This is an optimization exercise on Yosys and OpenROAD, whose aim is small area, a short achievable clock period and few clock cycles, not a production implementation.
Where RTL was checked, it was by simulation tests only, not by an equivalence proof against the original.
Function not checked in runs 1 to 4: the RTL went through the layout flow alone.
Power is estimated from default activity; no workload was simulated.

[design/flow/config.mk]
export PLATFORM = sky130hd
export DESIGN_NAME = ppc_relocation_patcher_top
export DESIGN_NICKNAME = ppc_relocation_patcher_top
export VERILOG_FILES = /design/flow/design.v
export SDC_FILE = /design/flow/constraint.sdc
export NUM_CORES = 4
export LEC_CHECK = 0
export CAP_MARGIN = 20
export CORE_MARGIN = 2
export CORE_UTILIZATION = 40
export SETUP_SLACK_MARGIN = 3.0
export SLEW_MARGIN = 20
[design/flow/constraint.sdc]
create_clock -name core_clock -period 6.0 [get_ports {clk}]
set_input_delay 1.2000 -clock core_clock [delete_from_list [all_inputs] [get_ports {clk}]]
set_output_delay 1.2000 -clock core_clock [all_outputs]
set_load 0.01 [all_outputs]
[design/flow/design.v]
package ppcrp_pkg;
	typedef struct packed {
		logic               op;
		logic [7:0]         reloc_type;
		logic [31:0]        section_base;
		logic [31:0]        place_offset;
		logic signed [31:0] addend;
		logic [31:0]        symbol_value;
		logic [31:0]        old_word;
	} req_t;
	typedef struct packed {
		logic [2:0]  status;
		logic [1:0]  write_size;
		logic [31:0] write_addr;
		logic [31:0] write_data;
		logic        last;
	} res_t;
	typedef struct packed {
		logic        sizing;   
		logic        base0;    
		logic        none;     
		logic        a32;      
		logic        r32;      
		logic        half;     
		logic [1:0]  hsel;     
		logic        br;       
		logic        rel;      
		logic        is14;     
		logic [31:0] p;        
		logic [31:0] sa;       
		logic [25:0] add;      
		logic [17:0] old;      
	} slot_t;
	typedef struct packed {
		logic        far;      
		logic        rel;      
		logic        is14;     
		logic [1:0]  addlo;    
		logic [2:0]  status;
		logic [1:0]  size;
		logic [31:0] addr;     
		logic [31:0] data;     
		logic [31:0] target;   
	} cmd_t;
	localparam logic OP_APPLY = 1'b0;
	localparam logic OP_SIZE  = 1'b1;
	localparam logic [2:0] ST_OK     = 3'd0;
	localparam logic [2:0] ST_CACHE  = 3'd1;
	localparam logic [2:0] ST_ADD    = 3'd2;
	localparam logic [2:0] ST_NOROOM = 3'd3;
	localparam logic [2:0] ST_UNSUP  = 3'd4;
	localparam logic [1:0] SZ_NONE = 2'd0;
	localparam logic [1:0] SZ_HALF = 2'd1;
	localparam logic [1:0] SZ_WORD = 2'd2;
	localparam logic [7:0] R_NONE       = 8'd0;
	localparam logic [7:0] R_ADDR32     = 8'd1;
	localparam logic [7:0] R_ADDR24     = 8'd2;
	localparam logic [7:0] R_ADDR16_LO  = 8'd4;
	localparam logic [7:0] R_ADDR16_HI  = 8'd5;
	localparam logic [7:0] R_ADDR16_HA  = 8'd6;
	localparam logic [7:0] R_ADDR14     = 8'd7;
	localparam logic [7:0] R_REL24      = 8'd10;
	localparam logic [7:0] R_REL14      = 8'd11;
	localparam logic [7:0] R_REL32      = 8'd26;
	localparam logic [7:0] R_SDAREL16   = 8'd32;
	localparam logic [7:0] R_TPREL16_LO = 8'd70;
	localparam logic [7:0] R_TPREL16_HI = 8'd71;
	localparam logic [7:0] R_TPREL16_HA = 8'd72;
	localparam logic [1:0] CFG_SMALL_BASE  = 2'd0;
	localparam logic [1:0] CFG_TRAMP_START = 2'd1;
	localparam logic [1:0] CFG_TRAMP_END   = 2'd2;
	localparam logic [31:0] INSN_LIS   = 32'h3d800000;
	localparam logic [31:0] INSN_ORI   = 32'h618c0000;
	localparam logic [31:0] INSN_MTCTR = 32'h7d8903a6;
	localparam logic [31:0] INSN_BCTR  = 32'h4e800420;
	localparam logic [31:0] MASK14     = 32'h0000fffc;
	localparam logic [31:0] MASK24     = 32'h03fffffc;
	localparam logic [32:0] VENEER_BYTES = 33'd16;
	function automatic logic [63:0] csa(input logic [31:0] a, input logic [31:0] b,
			input logic [31:0] c, input logic cin);
		logic [31:0] s;
		logic [31:0] k;
		s = a ^ b ^ c;
		k = (a & b) | (a & c) | (b & c);
		csa = {s, k[30:0], cin};
	endfunction
	function automatic logic [32:0] sk_carry(input logic [31:0] a, input logic [31:0] b,
			input logic cin);
		logic [31:0] g;
		logic [31:0] p;
		g    = a & b;
		p    = a ^ b;
		g[0] = g[0] | (p[0] & cin);
		for (int l = 0; l < 5; l++) begin
			for (int i = 0; i < 32; i++) begin
				if (((i >> l) & 1) == 1) begin
					g[i] = g[i] | (p[i] & g[((i >> l) << l) - 1]);
					p[i] = p[i] & p[((i >> l) << l) - 1];
				end
			end
		end
		sk_carry = {g, cin};
	endfunction
	function automatic logic [31:0] sk_add(input logic [31:0] a, input logic [31:0] b,
			input logic cin);
		logic [32:0] c;
		c      = sk_carry(a, b, cin);
		sk_add = a ^ b ^ c[31:0];
	endfunction
endpackage
module ppcrp_front (
	input  logic            clk,
	input  logic            arst_n,
	input  logic            push,
	output logic            full,
	input  ppcrp_pkg::req_t req,
	input  logic            take,
	output logic            valid,
	output ppcrp_pkg::slot_t slot
);
	logic             valid_q;
	logic             accept;
	logic [7:0]       t;
	ppcrp_pkg::slot_t s;
	assign full   = valid_q && !take;
	assign accept = push && !full;
	assign valid  = valid_q;
	always_comb begin
		t        = req.reloc_type;
		s.sizing = (req.op == ppcrp_pkg::OP_SIZE);
		s.base0  = (req.section_base == 32'd0);
		s.none   = (t == ppcrp_pkg::R_NONE);
		s.a32    = (t == ppcrp_pkg::R_ADDR32);
		s.r32    = (t == ppcrp_pkg::R_REL32);
		s.half   = (t == ppcrp_pkg::R_ADDR16_LO) || (t == ppcrp_pkg::R_TPREL16_LO) ||
		           (t == ppcrp_pkg::R_ADDR16_HI) || (t == ppcrp_pkg::R_TPREL16_HI) ||
		           (t == ppcrp_pkg::R_ADDR16_HA) || (t == ppcrp_pkg::R_TPREL16_HA) ||
		           (t == ppcrp_pkg::R_SDAREL16);
		s.hsel[0] = (t == ppcrp_pkg::R_ADDR16_HI) || (t == ppcrp_pkg::R_TPREL16_HI) ||
		            (t == ppcrp_pkg::R_SDAREL16);
		s.hsel[1] = (t == ppcrp_pkg::R_ADDR16_HA) || (t == ppcrp_pkg::R_TPREL16_HA) ||
		            (t == ppcrp_pkg::R_SDAREL16);
		s.rel    = (t == ppcrp_pkg::R_REL24) || (t == ppcrp_pkg::R_REL14);
		s.br     = (t == ppcrp_pkg::R_ADDR24) || (t == ppcrp_pkg::R_ADDR14) || s.rel;
		s.is14   = (t == ppcrp_pkg::R_ADDR14) || (t == ppcrp_pkg::R_REL14);
		s.p      = ppcrp_pkg::sk_add(req.section_base, req.place_offset, 1'b0);
		s.sa     = ppcrp_pkg::sk_add(req.symbol_value, req.addend, 1'b0);
		s.add    = req.addend[25:0];
		s.old    = {req.old_word[31:16], req.old_word[1:0]};
	end
	always_ff @(posedge clk or negedge arst_n) begin
		if (!arst_n) begin
			valid_q <= 1'b0;
		end else if (accept) begin
			valid_q <= 1'b1;
		end else if (take) begin
			valid_q <= 1'b0;
		end
	end
	always_ff @(posedge clk) begin
		if (accept) begin
			slot <= s;
		end
	end
endmodule
module ppcrp_classify (
	input  ppcrp_pkg::slot_t slot,
	input  logic [15:0]      small_base,
	input  logic             room,
	output ppcrp_pkg::cmd_t  cmd
);
	logic        far;
	logic        far_rel;
	logic        far_abs;
	logic [31:0] d;
	logic [31:0] nb;
	logic [31:0] x;
	logic [31:0] o;
	logic [31:0] n;
	logic [32:0] dc;
	logic [31:0] add;
	logic [15:0] hw;
	logic [15:0] sda;
	logic [15:0] ha;
	logic [31:0] mask;
	logic [31:0] oldw;
	logic [31:0] keep;
	logic [31:0] near_data;
	logic [31:0] far_data;
	logic [31:0] other_data;
	logic        c15;
	logic        c25;
	logic        z14;
	logic        o14;
	logic        z24;
	logic        o24;
	logic        in14;
	logic        in24;
	always_comb begin
		nb   = ~slot.p;
		dc   = ppcrp_pkg::sk_carry(slot.sa, nb, 1'b1);
		d    = slot.sa ^ nb ^ dc[31:0];
		x    = slot.sa ^ nb;
		o    = slot.sa | nb;
		n    = slot.sa & nb;
		c15  = dc[15];
		c25  = dc[25];
		z14  = &(x[31:16] ~^ o[30:15]);
		o14  = &(x[31:16] ^ n[30:15]);
		z24  = &(x[31:26] ~^ o[30:25]);
		o24  = &(x[31:26] ^ n[30:25]);
		in14 = (x[15] ^ c15) ? o14 : z14;
		in24 = (x[25] ^ c25) ? o24 : z24;
		far_rel = slot.is14 ? !in14 : !in24;
		far_abs = slot.is14 ? (|slot.sa[31:16]) : (|slot.sa[31:26]);
		far     = slot.rel ? far_rel : far_abs;
		add  = {6'd0, slot.add};
		sda  = slot.sa[15:0] - small_base;
		ha   = slot.sa[31:16] + {15'd0, slot.sa[15]};
		mask = slot.is14 ? ppcrp_pkg::MASK14 : ppcrp_pkg::MASK24;
		oldw = {slot.old[17:2], 14'd0, slot.old[1:0]};
		keep = oldw & ~mask;
		case (slot.hsel)
			2'd0:    hw = slot.sa[15:0];
			2'd1:    hw = slot.sa[31:16];
			2'd2:    hw = ha;
			default: hw = sda;
		endcase
		near_data = keep | ((slot.rel ? d : slot.sa) & mask);
		far_data  = keep | (add & mask);
		if (slot.a32) begin
			other_data = slot.sa;
		end else if (slot.r32) begin
			other_data = d;
		end else if (slot.half) begin
			other_data = {16'd0, hw};
		end else begin
			other_data = near_data;
		end
		cmd.far    = 1'b0;
		cmd.rel    = slot.rel;
		cmd.is14   = slot.is14;
		cmd.addlo  = slot.add[1:0];
		cmd.status = ppcrp_pkg::ST_OK;
		cmd.size   = ppcrp_pkg::SZ_NONE;
		cmd.addr   = slot.p;
		cmd.target = slot.sa;
		cmd.data   = (slot.br && far) ? far_data : other_data;
		if (!(slot.a32 || slot.r32 || slot.half || slot.br || slot.none)) begin
			cmd.status = ppcrp_pkg::ST_UNSUP;
		end else if (slot.sizing) begin
			if (slot.br) begin
				cmd.status = slot.base0 ? ppcrp_pkg::ST_CACHE
				           : far ? ppcrp_pkg::ST_ADD : ppcrp_pkg::ST_OK;
			end
		end else if (slot.a32 || slot.r32 || (slot.br && !far)) begin
			cmd.size = ppcrp_pkg::SZ_WORD;
		end else if (slot.half) begin
			cmd.size = ppcrp_pkg::SZ_HALF;
		end else if (slot.br) begin
			if (room) begin
				cmd.far  = 1'b1;
				cmd.size = ppcrp_pkg::SZ_WORD;
			end else begin
				cmd.status = ppcrp_pkg::ST_NOROOM;
			end
		end
	end
endmodule
module ppcrp_queue (
	input  logic            clk,
	input  logic            arst_n,
	input  logic            push,
	output logic            full,
	input  ppcrp_pkg::cmd_t wdata,
	input  logic [31:0]     tnext,
	input  logic            pop,
	output logic            empty,
	output ppcrp_pkg::cmd_t head,
	output logic            ven,
	output logic [1:0]      step,
	output logic            ven_pop
);
	logic            valid_q;
	logic            ven_q;
	logic [1:0]      step_q;
	ppcrp_pkg::cmd_t cmd_q;
	logic            last_pop;
	logic            accept;
	logic            fix_q;
	logic [31:0]     mask;
	logic [63:0]     f1;
	logic [31:0]     f;
	logic [31:0]     fixed;
	assign empty    = !valid_q;
	assign last_pop = valid_q && !ven_q && pop;
	assign ven_pop  = valid_q && ven_q && pop;
	assign full     = valid_q && !last_pop;
	assign accept   = push && !full;
	assign head     = cmd_q;
	assign ven      = ven_q;
	assign step     = step_q;
	always_comb begin
		mask  = cmd_q.is14 ? ppcrp_pkg::MASK14 : ppcrp_pkg::MASK24;
		f1    = ppcrp_pkg::csa(tnext, {cmd_q.data[31:2], cmd_q.addlo},
		                       cmd_q.rel ? ~cmd_q.addr : 32'd0, cmd_q.rel);
		f     = ppcrp_pkg::sk_add(f1[63:32], f1[31:0], 1'b0);
		fixed = (cmd_q.data & ~mask) | (f & mask);
	end
	always_ff @(posedge clk or negedge arst_n) begin
		if (!arst_n) begin
			fix_q <= 1'b0;
		end else begin
			fix_q <= accept && wdata.far;
		end
	end
	always_ff @(posedge clk or negedge arst_n) begin
		if (!arst_n) begin
			valid_q <= 1'b0;
			ven_q   <= 1'b0;
			step_q  <= 2'd0;
		end else if (accept) begin
			valid_q <= 1'b1;
			ven_q   <= wdata.far;
			step_q  <= 2'd0;
		end else if (last_pop) begin
			valid_q <= 1'b0;
		end else if (ven_pop) begin
			step_q <= step_q + 2'd1;
			if (step_q == 2'd3) begin
				ven_q <= 1'b0;
			end
		end
	end
	always_ff @(posedge clk) begin
		if (accept) begin
			cmd_q <= wdata;
		end else if (fix_q) begin
			cmd_q.data <= fixed;
		end
	end
endmodule
module ppcrp_back (
	input  ppcrp_pkg::cmd_t cmd,
	input  logic            ven,
	input  logic [1:0]      step,
	input  logic [31:0]     tnext,
	output ppcrp_pkg::res_t res
);
	logic wr;
	always_comb begin
		wr             = (cmd.size != ppcrp_pkg::SZ_NONE);
		res.status     = cmd.status;
		res.write_size = cmd.size;
		res.write_addr = wr ? cmd.addr : 32'd0;
		res.write_data = wr ? cmd.data : 32'd0;
		res.last       = 1'b1;
		if (ven) begin
			res.status     = ppcrp_pkg::ST_OK;
			res.write_size = ppcrp_pkg::SZ_WORD;
			res.write_addr = tnext;
			res.last       = 1'b0;
			case (step)
				2'd0:    res.write_data = ppcrp_pkg::INSN_LIS | {16'd0, cmd.target[31:16]};
				2'd1:    res.write_data = ppcrp_pkg::INSN_ORI | {16'd0, cmd.target[15:0]};
				2'd2:    res.write_data = ppcrp_pkg::INSN_MTCTR;
				default: res.write_data = ppcrp_pkg::INSN_BCTR;
			endcase
		end
	end
endmodule
module ppc_relocation_patcher_top (
	input  logic            clk,
	input  logic            arst_n,
	input  logic            push,
	output logic            full,
	input  logic [168:0]    req,
	output logic            empty,
	input  logic            pop,
	output logic [69:0]     res,
	input  logic            cfg_valid,
	output logic            cfg_ready,
	input  logic [1:0]      cfg_index,
	input  logic [31:0]     cfg_data
);
	ppcrp_pkg::req_t  req_w;
	ppcrp_pkg::res_t  res_w;
	logic [15:0]      small_base_q;   
	logic [31:0]      tramp_end_q;
	logic [31:0]      tnext_q;
	logic             cfg_wr;
	logic             ven_pop;
	logic             room_q;
	logic [33:0]      tspace;
	logic             s_valid;
	logic             s_take;
	logic             c_full;
	ppcrp_pkg::slot_t slot;
	ppcrp_pkg::cmd_t  cmd_d;
	ppcrp_pkg::cmd_t  cmd_q;
	logic             ven_q;
	logic [1:0]       step_q;
	assign req_w     = req;
	assign res       = res_w;
	assign cfg_ready = 1'b1;
	assign cfg_wr    = cfg_valid && cfg_ready;
	assign s_take    = s_valid && !c_full;
	always_ff @(posedge clk or negedge arst_n) begin
		if (!arst_n) begin
			small_base_q <= 16'd0;
			tramp_end_q  <= 32'd0;
		end else if (cfg_wr) begin
			case (cfg_index)
				ppcrp_pkg::CFG_SMALL_BASE: small_base_q <= cfg_data[15:0];
				ppcrp_pkg::CFG_TRAMP_END:  tramp_end_q  <= cfg_data;
				default: ;
			endcase
		end
	end
	always_ff @(posedge clk or negedge arst_n) begin
		if (!arst_n) begin
			tnext_q <= 32'd0;
		end else if (cfg_wr && (cfg_index == ppcrp_pkg::CFG_TRAMP_START)) begin
			tnext_q <= cfg_data;
		end else if (ven_pop) begin
			tnext_q <= tnext_q + 32'd4;
		end
	end
	assign tspace = {2'b00, tramp_end_q} - {2'b00, tnext_q};
	always_ff @(posedge clk or negedge arst_n) begin
		if (!arst_n) begin
			room_q <= 1'b0;
		end else begin
			room_q <= ven_pop ? ($signed(tspace) >= 34'sd20) : ($signed(tspace) >= 34'sd16);
		end
	end
	ppcrp_front u_front (
		.clk    (clk),
		.arst_n (arst_n),
		.push   (push),
		.full   (full),
		.req    (req_w),
		.take   (s_take),
		.valid  (s_valid),
		.slot   (slot)
	);
	ppcrp_classify u_classify (
		.slot       (slot),
		.small_base (small_base_q),
		.room       (room_q),
		.cmd        (cmd_d)
	);
	ppcrp_queue u_queue (
		.clk     (clk),
		.arst_n  (arst_n),
		.push    (s_valid),
		.full    (c_full),
		.wdata   (cmd_d),
		.tnext   (tnext_q),
		.pop     (pop),
		.empty   (empty),
		.head    (cmd_q),
		.ven     (ven_q),
		.step    (step_q),
		.ven_pop (ven_pop)
	);
	ppcrp_back u_back (
		.cmd   (cmd_q),
		.ven   (ven_q),
		.step  (step_q),
		.tnext (tnext_q),
		.res   (res_w)
	);
endmodule
[design/flow/flow/run.sh]
#!/bin/bash
# Standard layout with smaller port buffers. Each ORFS step keeps its own
# log under orfs/logs; make's output goes to flow.log.
set -o pipefail
bash standard.sh \
	BUFFER_PORTS_ARGS="-buffer_cell sky130_fd_sc_hd__buf_2" \
	finish > flow.log 2>&1
[design/flow/standard.sh]
#!/bin/bash
# synth_recipe.tcl (not shown) runs the flow's synth.tcl, then flattens the netlist and writes it again
# the make line also repeats each setting of config.mk as NAME=value (left out here)
make -C /OpenROAD-flow-scripts/flow DESIGN_CONFIG=/design/flow/config.mk WORK_HOME=/design/flow/orfs CLKGATE_MAP_FILE= SYNTH_SCRIPT=/design/flow/synth_recipe.tcl "${@:-finish}"
==> results of run 1 <==
-- cells by family after synthesis --
family / synth area share
flops: 0.394
compound gates: 0.176
xor+xnor: 0.0647
other cells: 0.000166
buf+inv: 0.0433
mux: 0.0300
simple gates: 0.141
fa+ha+maj: 0.151
-- area by class of cell --
class,instances,share of cell area
multi-input cells,1729,0.496
flip-flops and latches,311,0.305
repair buffers,438,0.109
clock buffers,48,0.0330
well taps,756,0.0323
inverters,162,0.0212
clock inverters,14,0.00402
-- how the worst max path moves through the flow --
stage                                     from                          end  depth (start not counted)
global route        u_front.slot[44]$_DFFE_PP_                         flop                         18
floorplan                              req[32]   u_front.slot[74]$_DFFE_PP_                         14
CTS                 u_front.slot[44]$_DFFE_PP_                         flop                         18
detailed placement  u_front.slot[45]$_DFFE_PP_  u_queue.cmd_q[38]$_DFFE_PP_                         11
global placement    u_front.slot[64]$_DFFE_PP_                         flop                         12
finish              u_front.slot[44]$_DFFE_PP_                         flop                         18
-- worst max-delay path: stages (launching register included) --
cell and delay (ps):
sky130_fd_sc_hd__edfxtp_1 410, sky130_fd_sc_hd__inv_2 100, sky130_fd_sc_hd__ha_4 120, sky130_fd_sc_hd__inv_2 30
sky130_fd_sc_hd__fa_2 360, sky130_fd_sc_hd__a211oi_4 290, sky130_fd_sc_hd__o211ai_1 140, sky130_fd_sc_hd__o211a_1 220
sky130_fd_sc_hd__or3_4 400, sky130_fd_sc_hd__a21o_4 250, sky130_fd_sc_hd__a2111oi_4 340, sky130_fd_sc_hd__nand2_2 140
sky130_fd_sc_hd__nor2_4 140, sky130_fd_sc_hd__buf_6 130, sky130_fd_sc_hd__buf_6 110, sky130_fd_sc_hd__nor2_4 60
sky130_fd_sc_hd__buf_12 180, sky130_fd_sc_hd__o211ai_1 160, sky130_fd_sc_hd__o211ai_1 150
-- cell usage after synthesis, drive strengths merged (6+ instances only) --
library cell    n  share of area
o221ai         14         0.0054
nor3           52          0.012
a221oi         14         0.0054
clkbuf         79          0.013
inv           161          0.027
a22o           12         0.0047
mux2           41          0.020
edfxtp        224           0.30
o21a           18         0.0060
mux2i          17         0.0075
a21oi         154          0.034
nor2          152          0.026
o31a            7         0.0027
a31o            6         0.0023
fa             53          0.047
a211o           6         0.0023
xor2           61          0.024
nand4          31         0.0086
nor4           26         0.0075
xnor2         106          0.041
nor2b          54          0.015
and2           15         0.0042
a31oi          23         0.0064
nand2         177          0.030
nand2b         24         0.0066
o211ai         16         0.0053
a211oi         18         0.0064
o21ai         144          0.032
nand3          40         0.0089
buf            14         0.0032
and4            9         0.0035
dfrtp          87          0.096
or2            14         0.0039
a221o           9         0.0040
a21o           55          0.018
o31ai          10         0.0033
and3           24         0.0066
o21bai         11         0.0037
nand3b          9         0.0030
o22ai          13         0.0036
a22oi          25         0.0083
or3             6         0.0019
ha            187           0.10
-- metal layers --
metal  routed length, um  part of all wire  vias up
met2               39300              0.47      696
met4                3080             0.037        0
met3                5090             0.061      139
li1                    -                 -     9139
met1               36200              0.43     9575
met5                   0                 0        -
-- layout by cell type, fill, tap and decap left out, drive strengths merged, types with 22 or more instances in the layout --
master    n
mux2     41
dfrtp    87
xor2     61
clkbuf   49
fa       53
nor2    152
edfxtp  224
nand2b   24
inv     160
a22oi    25
buf     437
and3     24
xnor2   106
a21o     55
o21ai   144
ha      187
nor2b    54
nand2   177
a31oi    23
nor3     52
nand4    31
a21oi   154
nand3    40
and2     22
nor4     26
-- per-stage QoR --
| stage | power [mW] | hold WS [ps] |
|---|---|---|
| after floorplan | 5.68 | 400 |
| after global placement | 6.82 | 411 |
| after detailed placement | 6.89 | 405 |
| after CTS | 9.40 | 419 |
| after global routing | 10.3 | 438 |
| final | 9.73 | 419 |
-- power by group through the flow --
stage	combinational (mW)	sequential [mW]	clock [mW]
3_5_place_dp	3.80	3.09	0
6_report	4.61	3.05	2.07
2_1_floorplan	2.75	2.93	0
4_1_cts	4.26	3.04	2.10
3_3_place_gp	3.73	3.09	0
5_1_grt	5.03	3.08	2.18
-- registers in the layout, summed over array words and instances (netlist names), 2 cells and up, named ones only --
signal and flops:
tnext_q 32, u_front.slot 119, tramp_end_q 32, u_queue.cmd_q 95, u_queue.step_q 2, small_base_q 16
-- timing repair --
item,in CTS,in global routing
resized for setup,334,144
setup buffers,102,42
setup endpoints to repair,148,140
gates cloned,10,1
pin swaps,132,96
==> key figures, run 1 <==
Yosys
  • Seq/Total Area, Yosys: 0.394
  • Cell area after synthesis: around 23000 um2
  • Post-synthesis sequential element count: about 310
  • Instance count of the mapped netlist: between 2000 and 2500
  • Proportion of register bits with asynchronous set or reset after synthesis: 0.280
  • Leading register cell type out of synthesis: sky130_fd_sc_hd__edfxtp_1
  • Number of synthesized flops with an enable pin: roughly 220
  • Post-Synthesis Net Count: between 2000 and 3000
  • Count of cell types in the netlist: between 80 and 90
  • Yosys warnings: 5
  • Mean post-synth cell area: between 9 and 10 um2

Cells and area
  • Share of cells above drive strength 1: 0.318
  • Register Area: a little under 9000 um2
  • Area of combinational cells with multiple inputs: around 15000 um2
  • Layout fillers: approximately 5000
  • Area growth from synthesis to layout: 29.5%
  • Share of the core filled with cells: 0.522
  • Net count, final: around 3100
  • Final Cell Area: between 20000 and 30000 um2
  • Number of non-filler instances in the completed layout: 3458
  • ANT cells: 0

Die
  • Number of I/O pins: roughly 280
  • Overall die area: between 50000 and 60000 um2
  • Number of rows in the core area: 87
  • Core Region: around 56000 um2
  • Width of the die: roughly 240 um
  • Starting Density: 0.403
  • Die Ht: between 200 and 250 um

Min path
  • Class of the worst hold path: reg2reg
  • Worst hold start: u_front.slot[18]$_DFFE_PP_
  • Min-Delay Endpoint: u_queue.cmd_q[101]$_DFFE_PP_
  • Hold Path Cell Cnt: 0

Clocking
  • Number of sinks handled by clock tree synthesis: between 300 and 400
  • Max Buffers Root-to-Sink: 3
  • Number of buffers inserted during clock tree synthesis: 34
  • Clock Root Buffer: sky130_fd_sc_hd__clkbuf_16
  • Clock transition at the registers of the reported paths: 70 ps
  • Number of hold buffers added after CTS: 0
  • Clock H-tree levels: 2
  • CTS tree: yes
  • Insertion delay to the later sink of the worst-skew pair: between 500 and 600 ps

Worst setup path
  • Required time at the endpoint of the critical path: around 6300 ps
  • Critical path launch point type: flop
  • Start of the worst register-to-register path: u_front.slot[44]$_DFFE_PP_
  • Worst reg2reg path depth: 18
  • CP Max Fanout: 8
  • Type of destination of the critical path: flop
  • Arrival time of data at the critical path endpoint: ~4300 ps
  • Critical Setup Path Class: reg2reg
  • Worst setup slack for register-to-register paths: 2010 ps

Global routing
  • Wire length of the first global-routing pass: roughly 120 mm
  • Initial antenna violation count: 0
  • Met3 Resource Use GR: 0.0376
  • Global-route met2 utilization: 0.455
  • Global routing's busiest layer: met2
  • Via count of the first global-routing pass: ~20000
  • Maximum number of pins on one net before global-route repair: roughly 90
  • Aggregate global-route resource usage: 0.279
  • Global routing met1 resource utilization: 0.379
  • Global route overflow: 0

Drt
  • Drc violations: 0
  • Number of detailed-route iterations in the first pass: 6
  • Violation count after the first detailed-route iteration: 1763
  • Total number of vias: ~20000
  • Number of nets with antenna violations after routing: 0
  • Routed wire per std cell: about 24 um
  • WL final: around 84 mm
  • Mean number of vias per cell: between 5 and 6

STA
  • Final worst slack: a little over 2000 ps
  • Final number of max-transition violations: 0
  • Total negative setup slack: 0 ps
  • Transition time at the pin with the least slew margin: roughly 990 ps
  • Setup repair after global routing missed its margin: yes
  • Max transition margin: 0.333
  • Fin crit share: 0.665
  • Post-Route Skew: 33.4 ps
  • Final period demand of the worst path: between 3000 and 4000 ps
  • Count of endpoints failing hold in the final timing report: 0
  • Peak Freq: between 0.2 and 0.3 GHz
  • Count of endpoints failing setup in the final report: 0

Power
  • Leakage Power: 12.4 nW
  • Psw: 3.79 mW
  • Part of the power in registers: 0.314
  • Maximum vdd drop: roughly 190 uV
  • Sw frac: 0.390
  • Power density of the placed cells: around 330 nW/um2
  • Fraction of power consumed by the clock network: 0.212
  • P_int: around 6 mW
  • Proportion of power drawn by combinational gates: 0.474

Place
  • Post-detail-place hpwl: about 61 mm
  • Quantity of I/O buffers inserted on ports: roughly 270
  • Final Wtd Congestion: roughly 0.92
  • Setup Slack @ Placement: 1410 ps
  • Placed insts: roughly 3200
  • Cell area after placement: about 25000 um2

Job
  • Max capacitance violation total: 0

Outcome
  • Outcome: finished clean
==> run 2, diff against run 1 <==
==> design/flow/run.sh (new file) <==
#!/bin/bash
# synth_recipe.tcl (not shown) runs the flow's synth.tcl, then flattens the netlist and writes it again
# the make line also repeats each setting of config.mk as NAME=value (left out here)
make -C /OpenROAD-flow-scripts/flow DESIGN_CONFIG=/design/flow/config.mk WORK_HOME=/design/flow/orfs CLKGATE_MAP_FILE= SYNTH_SCRIPT=/design/flow/synth_recipe.tcl finish
removed: design/flow/flow/run.sh
removed: design/flow/standard.sh
==> key figures, run 2 <==
Outcome
  • Outcome: finished clean

Yosys
  • Most used standard cell by instance count after synthesis: sky130_fd_sc_hd__edfxtp_1
  • Mean post-synth cell area: between 9 and 10 um2
  • Largest family of logic cells by synthesized area: compound AO/OA/AOI/OAI gates
  • Share of cell area taken by muxes after synthesis: 0.0300
  • Count of cell types in the netlist: 87
  • Post-synthesis sequential element count: 311
  • Post-synthesis share of cell area spent on xor and xnor gates: 0.0647
  • Share of synthesized cell area in and, or, nand and nor gates: 0.141
  • Share of the synthesized area in the top cell type: 0.298
  • Arithmetic-cell share of the synthesized area counting full adders, half adders and majority gates: 0.151
  • Leading cell types by total area after synthesis: sky130_fd_sc_hd__edfxtp_1 (30%), sky130_fd_sc_hd__ha_1 (10%), sky130_fd_sc_hd__dfrtp_1 (9.6%)
  • Seq/Total Area, Yosys: 0.394
  • Share of the synthesized area in compound gates (AO/OA/AOI/OAI): 0.176
  • Instance count of the mapped netlist: around 2300
  • Leading register cell type out of synthesis: sky130_fd_sc_hd__edfxtp_1
  • Library cell with the largest summed area after synthesis: sky130_fd_sc_hd__edfxtp_1
  • Most common library cells after synthesis: sky130_fd_sc_hd__edfxtp_1 (224), sky130_fd_sc_hd__ha_1 (187), sky130_fd_sc_hd__nand2_1 (176)
  • Cell area after synthesis: around 23000 um2
  • Yosys warnings: 5
  • Proportion of register bits with asynchronous set or reset after synthesis: 0.280
  • Post-Synthesis Net Count: ~2700
  • Number of synthesized flops with an enable pin: 224

Drt
  • Routed wire per std cell: 23.6 um
  • Number of detailed-route iterations in the first pass: 6
  • Drc violations: 0
  • Violation count after the first detailed-route iteration: ~1500
  • Number of nets with antenna violations after routing: 0
  • WL final: ~84 mm
  • Total number of vias: 20000
  • Mean number of vias per cell: 5.67

Power
  • P_int: approximately 6.3 mW
  • Sw frac: 0.380
  • Proportion of power drawn by combinational gates: 0.466
  • Power density of the placed cells: between 300 and 400 nW/um2
  • Maximum vdd drop: approximately 200 uV
  • Leakage Power: 13.1 nW
  • Part of the power in registers: 0.301
  • Fraction of power consumed by the clock network: 0.233
  • Psw: 3.89 mW

Die
  • Die Ht: 242 um
  • Width of the die: between 200 and 250 um
  • Number of I/O pins: roughly 280
  • Number of rows in the core area: 87
  • Overall die area: just under 60000 um2
  • Starting Density: 0.403
  • Core Region: about 56000 um2

Place
  • Post-detail-place hpwl: 60.9 mm
  • Quantity of I/O buffers inserted on ports: around 270
  • Final Wtd Congestion: 0.988

STA
  • Fin crit share: 0.669
  • Transition time at the pin with the least slew margin: between 900 and 1000 ps
  • Max transition margin: 0.373
  • Hold Worst Slack: 425 ps
  • Post-Route Skew: about 32 ps
  • Final number of max-transition violations: 0
  • Peak Freq: between 0.2 and 0.25 GHz
  • Setup repair after global routing missed its margin: yes
  • Final period demand of the worst path: approximately 4000 ps
  • Count of endpoints failing setup in the final report: 0
  • Count of endpoints failing hold in the final timing report: 0
  • Total negative setup slack: 0 ps

Clocking
  • Insertion delay to the later sink of the worst-skew pair: a little under 600 ps
  • Number of sinks handled by clock tree synthesis: a little over 300
  • Clock transition at the registers of the reported paths: roughly 70 ps
  • Clock H-tree levels: 2
  • Number of buffers inserted during clock tree synthesis: 36
  • Clock Root Buffer: sky130_fd_sc_hd__clkbuf_16
  • Number of hold buffers added after CTS: 0
  • CTS tree: yes
  • Max Buffers Root-to-Sink: 3

Worst setup path
  • Type of destination of the critical path: flop
  • CP Max Fanout: 8
  • Critical path's largest stage delay: 520 ps
  • Arrival time of data at the critical path endpoint: about 4300 ps
  • Critical Setup Path Class: reg2reg
  • Critical-path cell list: ha_1 > fa_1 > a31oi_2 > o21bai_1 > a31o_2 > and2_1 > a21o_4 > a2111oi_4 > nand2_2 > nor2_4 > buf_12 > nor2_4 > buf_6 > o211ai_1 > o211ai_1
  • Required time at the endpoint of the critical path: approximately 6300 ps
  • Critical path launch point type: flop
  • CP max stage cell: sky130_fd_sc_hd__edfxtp_1

Cells and area
  • Area of combinational cells with multiple inputs: roughly 15000 um2
  • Area growth from synthesis to layout: 40.1%
  • Register name with the most flops: u_front.slot
  • Register Area: 8910 um2
  • Share of cells above drive strength 1: 0.285
  • Most frequent standard cell in the layout excluding fill and tap cells: sky130_fd_sc_hd__edfxtp_1
  • Net count, final: ~3200
  • Regs by FF count: u_front.slot x119, u_queue.cmd_q x95
  • Commonest cells after routing, fill and taps aside: sky130_fd_sc_hd__edfxtp_1 (224), sky130_fd_sc_hd__buf_4 (151), sky130_fd_sc_hd__ha_1 (148)
  • Layout fillers: roughly 4800
  • Flip-flop count of the largest register after layout: between 100 and 150

Global routing
  • Initial antenna violation count: 0
  • Aggregate global-route resource usage: 0.275
  • Global route overflow: 0
  • Maximum number of pins on one net before global-route repair: 72
  • Via count of the first global-routing pass: between 15000 and 20000
  • Wire length of the first global-routing pass: about 120 mm

Job
  • Max capacitance violation total: 0

Min path
  • Class of the worst hold path: reg2reg
-- run 2: cell counts after synthesis --
No cell type changed its count.
-- run 2: what timing repair did --
action,CTS,global route
setup endpoints to repair,243,143
gates cloned,6,1
pin swaps,104,116
gates resized for setup,714,263
setup buffers,146,66
-- run 2: worst max-delay path: cells and delay by family (launching register included) --
kind	cells	cell delay (ps)
adder cells (fa/ha/maj)	2	700
AO/OA/AOI/OAI	7	1490
AND/OR/NAND/NOR	4	690
flip-flops	1	520
buffers and inverters	2	340
-- run 2: power groups by stage --
stage / clock, mW / sequential (mW) / combinational [mW]
final: 2.39 / 3.08 / 4.76
after global routing: 2.49 / 3.11 / 5.17
after CTS: 2.41 / 3.04 / 4.34
after detailed placement: 0 / 3.09 / 3.93
after global placement: 0 / 3.09 / 3.87
after floorplan: 0 / 2.93 / 2.75
-- run 2: metal layers --
metal	routed length [um]	global-route usage	vias to the layer above
met5	0	0	-
met4	3490	0.106	0
met3	4600	0.0343	150
met2	38800	0.449	736
met1	36600	0.371	9819
li1	-	-	9315
-- run 2: worst paths after layout --
path	from	end	slack, ps	cells past startpoint
min in group asynchronous	arst_n	tramp_end_q[0]$_DFFE_PN0P_	560	1
worst max register to register	u_front.slot[60]$_DFFE_PP_	flop	1990	15
worst min register to register	u_front.slot[19]$_DFFE_PP_	u_queue.cmd_q[102]$_DFFE_PP_	420	0
worst max-delay path	u_front.slot[60]$_DFFE_PP_	flop	1990	15
max in group asynchronous	arst_n	u_queue.step_q[1]$_DFFE_PN0P_	4260	2
worst min-delay path	u_front.slot[19]$_DFFE_PP_	u_queue.cmd_q[102]$_DFFE_PP_	420	0
-- run 2: through the flow --
stage                     cells   util  total power, mW  area [um2]  setup slack, ps
after floorplan            2288      -             5.68       22800             2420
after global placement     3248  0.469             6.96       26300             1430
after detailed placement   3248  0.469             7.03       26300             1360
after CTS                  3464  0.533             9.80       29900             2040
after global routing       3531  0.565             10.8       31700             1880
final                      3533  0.565             10.2       31700             1990
-- run 2: cells by family after synthesis --
kind of cell | count (synthesis)
AOI/OAI and AO/OA | 608
xor gates and xnor gates | 167
adders and majority gates | 240
buffers and inverters | 255
DFF | 311
muxes | 60
other | 1
and+or+nand+nor | 646
-- run 2: area by class of cell --
| class | instances | area share |
|---|---|---|
| multi-input cells | 1726 | 0.472 |
| flip-flops and latches | 311 | 0.282 |
| repair buffers | 512 | 0.157 |
| well taps | 756 | 0.0299 |
| clock buffers | 44 | 0.0297 |
| inverters | 162 | 0.0198 |
| clock inverters | 20 | 0.0101 |
| diodes | 2 | 0.000158 |
==> run 3, diff against run 2 <==
--- a/design/flow/design.v
+++ b/design/flow/design.v
@@ -37,3 +37,3 @@
 		logic        is14;     
-		logic [1:0]  addlo;    
+		logic [25:0] add;      
 		logic [2:0]  status;
@@ -180,3 +180,2 @@
 	logic [32:0] dc;
-	logic [31:0] add;
 	logic [15:0] hw;
@@ -188,3 +187,2 @@
 	logic [31:0] near_data;
-	logic [31:0] far_data;
 	logic [31:0] other_data;
@@ -216,3 +214,2 @@
 		far     = slot.rel ? far_rel : far_abs;
-		add  = {6'd0, slot.add};
 		sda  = slot.sa[15:0] - small_base;
@@ -229,3 +226,2 @@
 		near_data = keep | ((slot.rel ? d : slot.sa) & mask);
-		far_data  = keep | (add & mask);
 		if (slot.a32) begin
@@ -242,3 +238,3 @@
 		cmd.is14   = slot.is14;
-		cmd.addlo  = slot.add[1:0];
+		cmd.add    = slot.add;
 		cmd.status = ppcrp_pkg::ST_OK;
@@ -247,3 +243,3 @@
 		cmd.target = slot.sa;
-		cmd.data   = (slot.br && far) ? far_data : other_data;
+		cmd.data   = other_data;
 		if (!(slot.a32 || slot.r32 || slot.half || slot.br || slot.none)) begin
@@ -304,3 +300,3 @@
 		mask  = cmd_q.is14 ? ppcrp_pkg::MASK14 : ppcrp_pkg::MASK24;
-		f1    = ppcrp_pkg::csa(tnext, {cmd_q.data[31:2], cmd_q.addlo},
+		f1    = ppcrp_pkg::csa(tnext, {6'd0, cmd_q.add},
 		                       cmd_q.rel ? ~cmd_q.addr : 32'd0, cmd_q.rel);
==> design/flow/flow/run.sh (new file) <==
#!/bin/bash
# Standard layout with smaller port buffers. Each ORFS step keeps its own
# log under orfs/logs; make's output goes to flow.log.
set -o pipefail
bash standard.sh \
	BUFFER_PORTS_ARGS="-buffer_cell sky130_fd_sc_hd__buf_2" \
	finish > flow.log 2>&1
==> design/flow/standard.sh (new file) <==
#!/bin/bash
# synth_recipe.tcl (not shown) runs the flow's synth.tcl, then flattens the netlist and writes it again
# the make line also repeats each setting of config.mk as NAME=value (left out here)
make -C /OpenROAD-flow-scripts/flow DESIGN_CONFIG=/design/flow/config.mk WORK_HOME=/design/flow/orfs CLKGATE_MAP_FILE= SYNTH_SCRIPT=/design/flow/synth_recipe.tcl "${@:-finish}"
--- a/design/flow/config.mk
+++ b/design/flow/config.mk
@@ -10,3 +10,3 @@
 export CORE_UTILIZATION = 40
-export SETUP_SLACK_MARGIN = 3.0
+export SETUP_SLACK_MARGIN = 2.5
 export SLEW_MARGIN = 20
removed: design/flow/run.sh
==> key figures, run 3 <==
Outcome
  • Outcome: finished clean

STA
  • Count of endpoints failing hold in the final timing report: 0
  • Final worst slack: approximately 2500 ps
  • Setup repair after global routing missed its margin: yes
  • Hold Worst Slack: around 420 ps
  • Max transition margin: 0.319
  • Final number of max-transition violations: 0
  • Fin crit share: 0.590
  • Transition time at the pin with the least slew margin: slightly above 1000 ps
  • Total negative setup slack: 0 ps
  • Peak Freq: between 0.2 and 0.3 GHz
  • Final period demand of the worst path: approximately 3500 ps
  • Count of endpoints failing setup in the final report: 0
  • Post-Route Skew: about 18 ps

Cells and area
  • Area growth from synthesis to layout: 18.8%
  • Share of cells above drive strength 1: 0.227
  • Most frequent standard cell in the layout excluding fill and tap cells: sky130_fd_sc_hd__buf_2
  • Commonest cells after routing, fill and taps aside: sky130_fd_sc_hd__buf_2 (264), sky130_fd_sc_hd__edfxtp_1 (248), sky130_fd_sc_hd__nand2_1 (178)
  • Regs by FF count: u_front.slot x119, u_queue.cmd_q x119
  • Net count, final: 3080
  • ANT cells: 0
  • Final Cell Area: approximately 28000 um2

Power
  • Sw frac: 0.386
  • P_int: 5.96 mW
  • Fraction of power consumed by the clock network: 0.244
  • Maximum vdd drop: between 150 and 200 uV
  • Psw: 3.74 mW
  • Proportion of power drawn by combinational gates: 0.423
  • Part of the power in registers: 0.333
  • Leakage Power: 11.7 nW
  • Power density of the placed cells: around 350 nW/um2

Yosys
  • Cell area after synthesis: around 24000 um2
  • Post-synthesis sequential element count: 335
  • Library cell with the largest summed area after synthesis: sky130_fd_sc_hd__edfxtp_1
  • Most common library cells after synthesis: sky130_fd_sc_hd__edfxtp_1 (248), sky130_fd_sc_hd__ha_1 (187), sky130_fd_sc_hd__nand2_1 (179)
  • Leading register cell type out of synthesis: sky130_fd_sc_hd__edfxtp_1
  • Proportion of register bits with asynchronous set or reset after synthesis: 0.260
  • Most used standard cell by instance count after synthesis: sky130_fd_sc_hd__edfxtp_1
  • Yosys warnings: 5
  • Share of the synthesized area in the top cell type: 0.316
  • Instance count of the mapped netlist: between 2000 and 2500
  • Count of cell types in the netlist: a little over 90
  • Leading cell types by total area after synthesis: sky130_fd_sc_hd__edfxtp_1 (32%), sky130_fd_sc_hd__ha_1 (9.9%), sky130_fd_sc_hd__dfrtp_1 (9.2%)
  • Number of synthesized flops with an enable pin: about 250
  • Mean post-synth cell area: between 9 and 10 um2
  • Post-Synthesis Net Count: 2813
  • Seq/Total Area, Yosys: 0.408

Place
  • Final Wtd Congestion: around 0.94
  • Setup Slack @ Placement: 1650 ps
  • Quantity of I/O buffers inserted on ports: between 200 and 300
  • Post-detail-place hpwl: roughly 63 mm
  • Cell area after placement: between 20000 and 30000 um2

Drt
  • Total number of vias: between 15000 and 20000
  • Drc violations: 0
  • WL final: between 80 and 90 mm
  • Number of detailed-route iterations in the first pass: 6
  • Routed wire per std cell: around 24 um
  • Violation count after the first detailed-route iteration: around 1600
  • Mean number of vias per cell: between 5 and 6
  • Number of nets with antenna violations after routing: 0

Worst setup path
  • Type of destination of the critical path: flop
  • Critical path launch point type: flop
  • Arrival time of data at the critical path endpoint: 3850 ps
  • CP Max Fanout: 4
  • Critical Setup Path Class: reg2reg
  • Required time at the endpoint of the critical path: approximately 6300 ps

Clocking
  • Number of buffers inserted during clock tree synthesis: 39
  • Insertion delay to the later sink of the worst-skew pair: 570 ps
  • Clock Root Buffer: sky130_fd_sc_hd__clkbuf_16
  • Clock H-tree levels: 2
  • CTS tree: yes
  • Number of sinks handled by clock tree synthesis: roughly 340
  • Max Buffers Root-to-Sink: 3
  • Clock transition at the registers of the reported paths: roughly 60 ps

Global routing
  • Initial antenna violation count: 2
  • Maximum number of pins on one net before global-route repair: 120
  • Global route overflow: 0
  • Via count of the first global-routing pass: slightly below 20000
  • Wire length of the first global-routing pass: about 120 mm
  • Aggregate global-route resource usage: 0.264

Die
  • Overall die area: 60900 um2
  • Number of I/O pins: about 280
  • Number of rows in the core area: around 90
  • Width of the die: roughly 250 um
  • Starting Density: 0.406
  • Core Region: approximately 58000 um2
  • Die Ht: roughly 250 um

Min path
  • Class of the worst hold path: reg2reg

Job
  • Max capacitance violation total: 0
[run 3: cell types whose count changed in the layout (fill, tap and decap cells not counted), moves of 34 or more]
cell                              previous run  this run
sky130_fd_sc_hd__nand2_4                    44         0
sky130_fd_sc_hd__dlygate4sd2_1              34         0
sky130_fd_sc_hd__buf_4                     151        52
sky130_fd_sc_hd__buf_2                      41       264
sky130_fd_sc_hd__clkdlybuf4s50_1           143         0
sky130_fd_sc_hd__o21ai_0                    70       129
sky130_fd_sc_hd__buf_6                      96         2
sky130_fd_sc_hd__nand2_1                   116       178
[run 3: path summary, 6_finish.rpt]
check / startpoint / endpoint / slack (ps) / cells after the start
setup reg to reg: u_front.slot[44]$_DFFE_PP_ / u_queue.cmd_q[97]$_SDFFCE_PP0P_ / 2460 / 14
max in group asynchronous: arst_n / u_queue.step_q[0]$_DFFE_PN0P_ / 4200 / 2
setup / recovery: u_front.slot[44]$_DFFE_PP_ / u_queue.cmd_q[97]$_SDFFCE_PP0P_ / 2460 / 14
hold reg to reg: u_front.slot[40]$_DFFE_PP_ / u_queue.cmd_q[123]$_DFFE_PP_ / 420 / 0
min in group asynchronous: arst_n / tramp_end_q[5]$_DFFE_PN0P_ / 560 / 1
hold / removal: u_front.slot[40]$_DFFE_PP_ / u_queue.cmd_q[123]$_DFFE_PP_ / 420 / 0
[run 3: per-stage QoR]
| stage | instances | power [mW] | util |
|---|---|---|---|
| after floorplan | 2365 | 5.63 | - |
| after global placement | 3320 | 6.85 | 0.443 |
| after detailed placement | 3320 | 6.89 | 0.443 |
| after CTS | 3411 | 9.54 | 0.476 |
| after global routing | 3426 | 10.2 | 0.483 |
| final | 3426 | 9.70 | 0.483 |
[run 3: kinds of logic after synthesis]
group / Yosys count / synth area share
AOI/OAI and AO/OA: 611 / 0.167
xor gates and xnor gates: 170 / 0.0635
adders and majority gates: 240 / 0.144
buffers and inverters: 263 / 0.0427
DFF: 335 / 0.408
muxes: 61 / 0.0299
other: 1 / 0.000159
and+or+nand+nor: 684 / 0.144
[run 3: timing repair]
action / CTS / global route
cloned: 2 / 0
hold buffers: 0 / 0
endpoints found under the setup margin: 95 / 61
buffers inserted: 19 / 15
pin swaps: 25 / 38
resized for setup: 115 / 67
[run 3: metal layers]
layer  global-route usage  vias to the layer above  part of all wire
met2                0.432                      753              0.46
met1                0.358                     9610              0.43
li1                     -                     9151                 -
met5                    0                        -                 0
met4                0.102                        0             0.039
met3               0.0329                      142             0.069
[run 3: power groups by stage]
stage / clock (mW) / sequential (mW) / combinational (mW)
2_1_floorplan: 0 / 3.11 / 2.52
3_3_place_gp: 0 / 3.27 / 3.58
3_5_place_dp: 0 / 3.28 / 3.61
4_1_cts: 2.42 / 3.22 / 3.90
5_1_grt: 2.50 / 3.26 / 4.47
6_report: 2.36 / 3.23 / 4.11
[run 3: cell type report]
cell class,count,area (um2)
clock buffer,46,1080
clock inverter,24,179
fill,5398,30000
inverter,167,629
multi-input combinational,1769,13800
sequential,335,9630
tap,765,957
timing repair buffer,320,1770
[run 3: worst max-delay path: stages, from the launching register on]
cell	delay, ps
sky130_fd_sc_hd__edfxtp_1	420
sky130_fd_sc_hd__inv_2	110
sky130_fd_sc_hd__ha_4	130
sky130_fd_sc_hd__inv_2	30
sky130_fd_sc_hd__fa_2	370
sky130_fd_sc_hd__a211oi_4	300
sky130_fd_sc_hd__o211a_4	240
sky130_fd_sc_hd__nor4_4	60
sky130_fd_sc_hd__o211ai_2	260
sky130_fd_sc_hd__a21oi_2	140
sky130_fd_sc_hd__a31oi_4	230
sky130_fd_sc_hd__mux2i_2	120
sky130_fd_sc_hd__nor4_4	390
sky130_fd_sc_hd__a31oi_4	190
sky130_fd_sc_hd__o31a_1	300
==> run 4, diff against run 3 <==
--- a/design/flow/config.mk
+++ b/design/flow/config.mk
@@ -10,3 +10,3 @@
 export CORE_UTILIZATION = 40
-export SETUP_SLACK_MARGIN = 2.5
+export SETUP_SLACK_MARGIN = 3.0
 export SLEW_MARGIN = 20
==> key figures, run 4 <==
Clocking
  • Number of sinks handled by clock tree synthesis: ~340
  • Clock H-tree levels: 2
  • Number of buffers inserted during clock tree synthesis: 39
  • Insertion delay to the later sink of the worst-skew pair: around 580 ps
  • Clock transition at the registers of the reported paths: 60 ps
  • Max Buffers Root-to-Sink: 3
  • CTS tree: yes
  • Clock Root Buffer: sky130_fd_sc_hd__clkbuf_16

Power
  • P_int: 6.63 mW
  • Fraction of power consumed by the clock network: 0.224
  • Maximum vdd drop: between 150 and 200 uV
  • Part of the power in registers: 0.301
  • Sum of internal, switching and leakage power: about 11 mW
  • Sw frac: 0.389
  • Proportion of power drawn by combinational gates: 0.475
  • Power density of the placed cells: approximately 340 nW/um2
  • Psw: about 4.2 mW
  • Leakage Power: around 13 nW

Cells and area
  • Layout fillers: approximately 5000
  • Net count, final: roughly 3200
  • Commonest cells after routing, fill and taps aside: sky130_fd_sc_hd__edfxtp_1 (248), sky130_fd_sc_hd__buf_2 (210), sky130_fd_sc_hd__nor2_1 (164)
  • Area growth from synthesis to layout: 36.5%
  • Share of cells above drive strength 1: 0.361
  • Regs by FF count: u_front.slot x119, u_queue.cmd_q x119
  • Most frequent standard cell in the layout excluding fill and tap cells: sky130_fd_sc_hd__edfxtp_1
  • Share of the core filled with cells: 0.555

Global routing
  • Global routing's busiest layer: met2
  • Met3 Resource Use GR: 0.0422
  • Maximum number of pins on one net before global-route repair: 63
  • Global-route met2 utilization: 0.471
  • Global route overflow: 0
  • Aggregate global-route resource usage: 0.286
  • Global routing met1 resource utilization: 0.376
  • Wire length of the first global-routing pass: about 130 mm
  • Initial antenna violation count: 2
  • Via count of the first global-routing pass: slightly above 20000

Drt
  • Total number of vias: roughly 21000
  • WL final: 89.4 mm
  • Drc violations: 0
  • Violation count after the first detailed-route iteration: about 1500
  • Routed wire per std cell: 25.0 um
  • Mean number of vias per cell: around 5.8
  • Number of detailed-route iterations in the first pass: 6
  • Number of nets with antenna violations after routing: 0

Yosys
  • Mean post-synth cell area: between 9 and 10 um2
  • Library cell with the largest summed area after synthesis: sky130_fd_sc_hd__edfxtp_1
  • Post-Synthesis Net Count: 2813
  • Number of synthesized flops with an enable pin: 248
  • Post-synthesis sequential element count: 335
  • Leading register cell type out of synthesis: sky130_fd_sc_hd__edfxtp_1
  • Seq/Total Area, Yosys: 0.408
  • Most used standard cell by instance count after synthesis: sky130_fd_sc_hd__edfxtp_1
  • Yosys warnings: 5
  • Count of cell types in the netlist: between 90 and 100
  • Share of the synthesized area in the top cell type: 0.316
  • Most common library cells after synthesis: sky130_fd_sc_hd__edfxtp_1 (248), sky130_fd_sc_hd__ha_1 (187), sky130_fd_sc_hd__nand2_1 (179)
  • Leading cell types by total area after synthesis: sky130_fd_sc_hd__edfxtp_1 (32%), sky130_fd_sc_hd__ha_1 (9.9%), sky130_fd_sc_hd__dfrtp_1 (9.2%)
  • Cell area after synthesis: ~24000 um2
  • Instance count of the mapped netlist: ~2400
  • Proportion of register bits with asynchronous set or reset after synthesis: 0.260

Worst setup path
  • Type of destination of the critical path: flop
  • Critical Setup Path Class: reg2reg
  • Worst reg2reg path depth: 14
  • Arrival time of data at the critical path endpoint: a little under 4000 ps
  • Critical path launch point type: flop
  • Required time at the endpoint of the critical path: approximately 6300 ps
  • CP Max Fanout: 9

Place
  • Post-detail-place hpwl: approximately 63 mm
  • Setup Slack @ Placement: about 1600 ps
  • Quantity of I/O buffers inserted on ports: about 270
  • Final Wtd Congestion: roughly 0.94

STA
  • Count of endpoints failing hold in the final timing report: 0
  • Setup repair after global routing missed its margin: yes
  • Post-Route Skew: about 15 ps
  • Peak Freq: 0.277 GHz
  • Final number of max-transition violations: 0
  • Transition time at the pin with the least slew margin: about 990 ps
  • Final worst slack: 2390 ps
  • Final period demand of the worst path: around 3600 ps
  • Fin crit share: 0.601
  • Max transition margin: 0.334
  • Total negative setup slack: 0 ps
  • Count of endpoints failing setup in the final report: 0

Die
  • Overall die area: between 60000 and 70000 um2
  • Number of rows in the core area: 88
  • Die Ht: ~250 um
  • Width of the die: 247 um
  • Core Region: 58000 um2
  • Starting Density: 0.406
  • Number of I/O pins: 281

Outcome
  • Outcome: finished clean

Min path
  • Class of the worst hold path: reg2reg
  • Hold Path Cell Cnt: 0

Job
  • Max capacitance violation total: 0
[run 4: changes by cell type in the layout (fill, tap and decap cells not counted), sizes merged, moves of 2 or more]
cell,delta
buf,+150
clkbuf,+6
clkinv,-5
bufbuf,+2
bufinv,+2
nand2b,+2
[run 4: cell families after synthesis]
group / Yosys count / share of synthesized area
AND/OR/NAND/NOR: 684 / 0.144
AO/OA/AOI/OAI: 611 / 0.167
flip-flops: 335 / 0.408
buffers and inverters: 263 / 0.0427
adder cells (fa/ha/maj): 240 / 0.144
XOR/XNOR: 170 / 0.0635
multiplexers: 61 / 0.0299
other: 1 / 0.000159
[run 4: layer usage]
layer	vias up	wire (um)
li1	9470	-
met1	10300	36900
met2	841	42300
met3	213	6150
met4	2	4150
met5	-	7
[run 4: per-stage QoR]
step / instances / hold WS [ps] / instance area (um2)
global route: 3582 / 424 / 32200
finish: 3583 / 418 / 32200
floorplan: 2365 / 400 / 23800
global placement: 3319 / 404 / 25900
CTS: 3523 / 417 / 30700
detailed placement: 3319 / 405 / 25900
[run 4: power by group through the flow]
stage / clock network (mW) / logic, mW / registers, mW
after floorplan: 0 / 2.58 / 3.11
after global placement: 0 / 3.65 / 3.28
after detailed placement: 0 / 3.69 / 3.28
after CTS: 2.46 / 4.64 / 3.24
after global routing: 2.56 / 5.52 / 3.29
final: 2.43 / 5.15 / 3.27
[run 4: area by class of cell]
class / instances / area [um2] / area share
tap: 765 / 957 / 0.0297
inverter: 167 / 647 / 0.0201
timing repair buffer: 473 / 3850 / 0.120
clock buffer: 51 / 1050 / 0.0327
antenna: 1 / 2.50 / 0.0000778
sequential: 335 / 9650 / 0.300
clock inverter: 21 / 231 / 0.00719
multi-input combinational: 1770 / 15800 / 0.491
[run 4: path summary, 6_finish.rpt]
path	from	to	slack, ps
max in group asynchronous	arst_n	u_queue.ven_q$_DFFE_PN0P_	4180
min in group asynchronous	arst_n	tramp_end_q[5]$_DFFE_PN0P_	540
max reg2reg	u_queue.cmd_q[128]$_DFFE_PP_	flop	2390
max	u_queue.cmd_q[128]$_DFFE_PP_	flop	2390
min	u_front.slot[39]$_DFFE_PP_	u_queue.cmd_q[122]$_DFFE_PP_	420
min reg2reg	u_front.slot[39]$_DFFE_PP_	u_queue.cmd_q[122]$_DFFE_PP_	420
[run 4: what timing repair did]
action	CTS	global route
gates cloned	15	2
hold buffers	0	0
pin swaps	139	109
setup buffers	117	57
gates resized for setup	539	199
setup endpoints to repair	279	143
[run 4: critical path: stages, from the launching register on]
cell	delay, ps
sky130_fd_sc_hd__edfxtp_1	450
sky130_fd_sc_hd__buf_12	180
sky130_fd_sc_hd__buf_6	140
sky130_fd_sc_hd__buf_12	140
sky130_fd_sc_hd__nor2b_2	150
sky130_fd_sc_hd__fa_1	530
sky130_fd_sc_hd__ha_4	230
sky130_fd_sc_hd__a21o_1	170
sky130_fd_sc_hd__a21oi_2	170
sky130_fd_sc_hd__o22ai_2	120
sky130_fd_sc_hd__or3_4	410
sky130_fd_sc_hd__a21oi_4	160
sky130_fd_sc_hd__xor2_2	210
sky130_fd_sc_hd__o22ai_1	120
sky130_fd_sc_hd__a21o_1	170
==> run 5, diff against run 4 <==
--- a/design/flow/design.v
+++ b/design/flow/design.v
@@ -429,3 +429,3 @@
 		end else begin
-			room_q <= ven_pop ? ($signed(tspace) >= 34'sd20) : ($signed(tspace) >= 34'sd16);
+			room_q <= !tspace[33] && (tspace[32:0] >= (ven_pop ? 33'd20 : 33'd16));
 		end
--- a/design/flow/config.mk
+++ b/design/flow/config.mk
@@ -10,3 +10,3 @@
 export CORE_UTILIZATION = 40
-export SETUP_SLACK_MARGIN = 3.0
+export SETUP_SLACK_MARGIN = 2.5
 export SLEW_MARGIN = 20
==> key figures, run 5 <==
Outcome
  • Outcome: finished clean

Worst setup path
  • Type of destination of the critical path: flop
  • Critical path launch point type: flop
  • Family with the most delay on the worst path: compound AO/OA/AOI/OAI gates
  • Critical Setup Path Class: reg2reg
  • Critical path's largest stage delay: approximately 500 ps
  • CP Max Fanout: 6
  • Arrival time of data at the critical path endpoint: about 4100 ps
  • Required time at the endpoint of the critical path: 6290 ps
  • Worst setup slack for register-to-register paths: ~2200 ps
  • CP max stage cell: sky130_fd_sc_hd__fa_1
  • Critical-path cell list: buf_6 > nand2b_4 > fa_1 > inv_1 > ha_4 > a31o_4 > a21oi_4 > o21ai_2 > o31a_1 > a221oi_2 > o31a_1 > o21bai_2 > a21oi_2 > xnor2_2 > o22ai_1
  • Crit-path most repeated cell: sky130_fd_sc_hd__o31a_1
  • Number of buffer and inverter instances along the worst setup path: 2

Cells and area
  • Most frequent standard cell in the layout excluding fill and tap cells: sky130_fd_sc_hd__buf_2
  • Area growth from synthesis to layout: 20.1%
  • Number of non-filler instances in the completed layout: 3438
  • Share of cells above drive strength 1: 0.236
  • Net count, final: 3093
  • Regs by FF count: u_front.slot x119, u_queue.cmd_q x119
  • Commonest cells after routing, fill and taps aside: sky130_fd_sc_hd__buf_2 (264), sky130_fd_sc_hd__edfxtp_1 (248), sky130_fd_sc_hd__inv_1 (174)

Global routing
  • Wire length of the first global-routing pass: ~120 mm
  • Aggregate global-route resource usage: 0.262
  • Global route overflow: 0
  • Maximum number of pins on one net before global-route repair: between 60 and 70
  • Via count of the first global-routing pass: roughly 19000
  • Initial antenna violation count: 10

Clocking
  • Clock H-tree levels: 2
  • Number of buffers inserted during clock tree synthesis: 37
  • Clock Root Buffer: sky130_fd_sc_hd__clkbuf_16
  • Max Buffers Root-to-Sink: 3
  • Number of sinks handled by clock tree synthesis: about 340
  • Insertion delay to the later sink of the worst-skew pair: about 560 ps
  • Clock transition at the registers of the reported paths: about 60 ps
  • CTS tree: yes

Drt
  • Number of detailed-route iterations in the first pass: 5
  • Drc violations: 0
  • WL final: approximately 80 mm
  • Number of nets with antenna violations after routing: 0
  • Mean number of vias per cell: 5.71
  • Violation count after the first detailed-route iteration: approximately 1700
  • Routed wire per std cell: roughly 23 um
  • Total number of vias: approximately 20000

Yosys
  • Proportion of register bits with asynchronous set or reset after synthesis: 0.260
  • Most used standard cell by instance count after synthesis: sky130_fd_sc_hd__edfxtp_1
  • Mean post-synth cell area: 9.93 um2
  • Leading register cell type out of synthesis: sky130_fd_sc_hd__edfxtp_1
  • Count of cell types in the netlist: 87
  • Share of the synthesized area in the top cell type: 0.319
  • Number of synthesized flops with an enable pin: 248
  • Instance count of the mapped netlist: 2351
  • Library cell with the largest summed area after synthesis: sky130_fd_sc_hd__edfxtp_1
  • Most common library cells after synthesis: sky130_fd_sc_hd__edfxtp_1 (248), sky130_fd_sc_hd__ha_1 (188), sky130_fd_sc_hd__inv_1 (184)
  • Yosys warnings: 5
  • Cell area after synthesis: ~23000 um2
  • Leading cell types by total area after synthesis: sky130_fd_sc_hd__edfxtp_1 (32%), sky130_fd_sc_hd__ha_1 (10%), sky130_fd_sc_hd__dfrtp_1 (9.3%)
  • Seq/Total Area, Yosys: 0.412
  • Post-synthesis sequential element count: between 300 and 400
  • Post-Synthesis Net Count: 2800

Die
  • Number of I/O pins: 281
  • Die Ht: 246 um
  • Overall die area: a little over 60000 um2
  • Number of rows in the core area: 88
  • Core Region: between 50000 and 60000 um2
  • Starting Density: 0.405
  • Width of the die: about 250 um

Power
  • Power density of the placed cells: 336 nW/um2
  • Sum of internal, switching and leakage power: about 9.4 mW
  • Leakage Power: about 12 nW
  • Maximum vdd drop: between 150 and 200 uV

Place
  • Final Wtd Congestion: between 0.9 and 1
  • Quantity of I/O buffers inserted on ports: between 200 and 300
  • Placed insts: 3316
  • Post-detail-place hpwl: 61.8 mm

STA
  • Post-Route Skew: between 10 and 15 ps
  • Peak Freq: ~0.26 GHz
  • Count of endpoints failing setup in the final report: 0
  • Fin crit share: 0.638
  • Final number of max-transition violations: 0
  • Setup repair after global routing missed its margin: yes
  • Total negative setup slack: 0 ps
  • Final period demand of the worst path: 3830 ps
  • Count of endpoints failing hold in the final timing report: 0
  • Max transition margin: 0.318
  • Transition time at the pin with the least slew margin: slightly above 1000 ps

Min path
  • Class of the worst hold path: reg2reg

Job
  • Max capacitance violation total: 0
-- run 5: report_power, final --
part / internal [mW] / switching, mW
Clock: 1.29 / 0.956
Sequential: 2.90 / 0.292
Combinational: 1.67 / 2.32
Total: 5.86 / 3.57
-- run 5: path summary, 6_finish.rpt --
path,start,end,cells after the start
max,u_queue.cmd_q[128]$_DFFE_PP_,flop,15
min,u_front.slot[34]$_DFFE_PP_,u_queue.cmd_q[117]$_DFFE_PP_,0
max reg2reg,u_queue.cmd_q[128]$_DFFE_PP_,flop,15
min reg2reg,u_front.slot[34]$_DFFE_PP_,u_queue.cmd_q[117]$_DFFE_PP_,0
max in group asynchronous,arst_n,u_queue.step_q[0]$_DFFE_PN0P_,2
min in group asynchronous,arst_n,tramp_end_q[1]$_DFFE_PN0P_,1
-- run 5: cell type report --
| type | instances | area [um2] |
|---|---|---|
| antenna | 3 | 7.51 |
| clock buffer | 43 | 968 |
| clock inverter | 22 | 199 |
| fill | 5368 | 29600 |
| inverter | 185 | 702 |
| multi-input combinational | 1742 | 13600 |
| sequential | 335 | 9630 |
| tap | 765 | 957 |
| timing repair buffer | 343 | 1990 |
-- run 5: kinds of logic (layout without fill, tap and decap cells) --
logic type                 after synthesis  after routing  synth area share
AOI/OAI and AO/OA                      609            609             0.167
other                                    1              4          0.000161
DFF                                    335            335             0.412
and+or+nand+nor                        669            670             0.141
adders and majority gates              241            241             0.146
muxes                                   58             58            0.0280
xor gates and xnor gates               163            163            0.0614
buffers and inverters                  275            593            0.0444
-- run 5: metrics by stage --
stage / setup WS, ps / util / instance area (um2) / hold slack (ps)
floorplan: 2420 / - / 23400 / 400
global placement: 1570 / 0.443 / 25500 / 407
detailed placement: 1540 / 0.443 / 25500 / 409
CTS: 2120 / 0.474 / 27300 / 424
global route: 2050 / 0.486 / 28000 / 428
finish: 2170 / 0.486 / 28100 / 421
-- run 5: routing by layer --
| metal | global-route usage | vias up | part of all wire |
|---|---|---|---|
| met2 | 0.419 | 749 | 0.46 |
| met5 | 0 | - | 0 |
| li1 | - | 9137 | - |
| met1 | 0.355 | 9616 | 0.42 |
| met3 | 0.0354 | 139 | 0.069 |
| met4 | 0.111 | 0 | 0.045 |
-- run 5: worst reg2reg max path: stages (launching register included) --
cell and delay [ps]:
sky130_fd_sc_hd__edfxtp_1 490, sky130_fd_sc_hd__buf_6 200, sky130_fd_sc_hd__nand2b_4 70, sky130_fd_sc_hd__fa_1 500
sky130_fd_sc_hd__inv_1 70, sky130_fd_sc_hd__ha_4 220, sky130_fd_sc_hd__a31o_4 240, sky130_fd_sc_hd__a21oi_4 160
sky130_fd_sc_hd__o21ai_2 90, sky130_fd_sc_hd__o31a_1 340, sky130_fd_sc_hd__a221oi_2 360, sky130_fd_sc_hd__o31a_1 250
sky130_fd_sc_hd__o21bai_2 110, sky130_fd_sc_hd__a21oi_2 200, sky130_fd_sc_hd__xnor2_2 150, sky130_fd_sc_hd__o22ai_1 120
-- run 5: repair_timing --
item,CTS,global route
buffers inserted,25,27
cloned,2,0
resized for setup,118,124
hold buffers,0,0
endpoints found under the setup margin,104,74
pin swaps,52,61
endpoints found under the hold margin,0,0
Testbench counts of run 5, summed over its fixed seeds: cycles 24,672.

-- port drivers added, routing unchanged --
The flow's constraints put no driver on any port. The routed layouts listed below were extracted and timed again, unchanged, in two steps. Step 1 assumes that a clkbuf_16 drives the clock port and a buf_2 every other input. Step 2 also shifts input and output timing later by t, the mid clock arrival at the registers, as if the neighbouring blocks saw the same clock. a / b / c = no drivers / after step 1 / after step 2; a / b = the first two.
| run | shift t [ns] | slack for setup (ns) | hold slack, ns | worst setup path after step 2 | latest minus earliest clock arrival (ns) |
|---|---|---|---|---|---|
| run 1 | 0.613 | 2.012 / 2.012 / 1.933 | 0.419 / 0.419 / 0.419 | input to register | 0.035 / 0.035 |
| run 2 | 0.621 | 1.986 / 1.986 / 1.978 | 0.425 / 0.425 / 0.425 | input to register | 0.033 / 0.033 |
| run 3 | 0.614 | 2.462 / 2.462 / 2.017 | 0.417 / 0.417 / 0.417 | input to register | 0.018 / 0.018 |
| run 4 | 0.623 | 2.392 / 2.392 / 1.964 | 0.418 / 0.418 / 0.418 | input to register | 0.014 / 0.015 |
| run 5 | 0.610 | 2.171 / 2.171 / 2.049 | 0.421 / 0.421 / 0.421 | input to register | 0.016 / 0.016 |
After both steps every run listed still meets setup and hold. For run 3, which loses most, drivers alone change the setup slack by 0.000 ns; drivers and shift together by -0.445 ns.
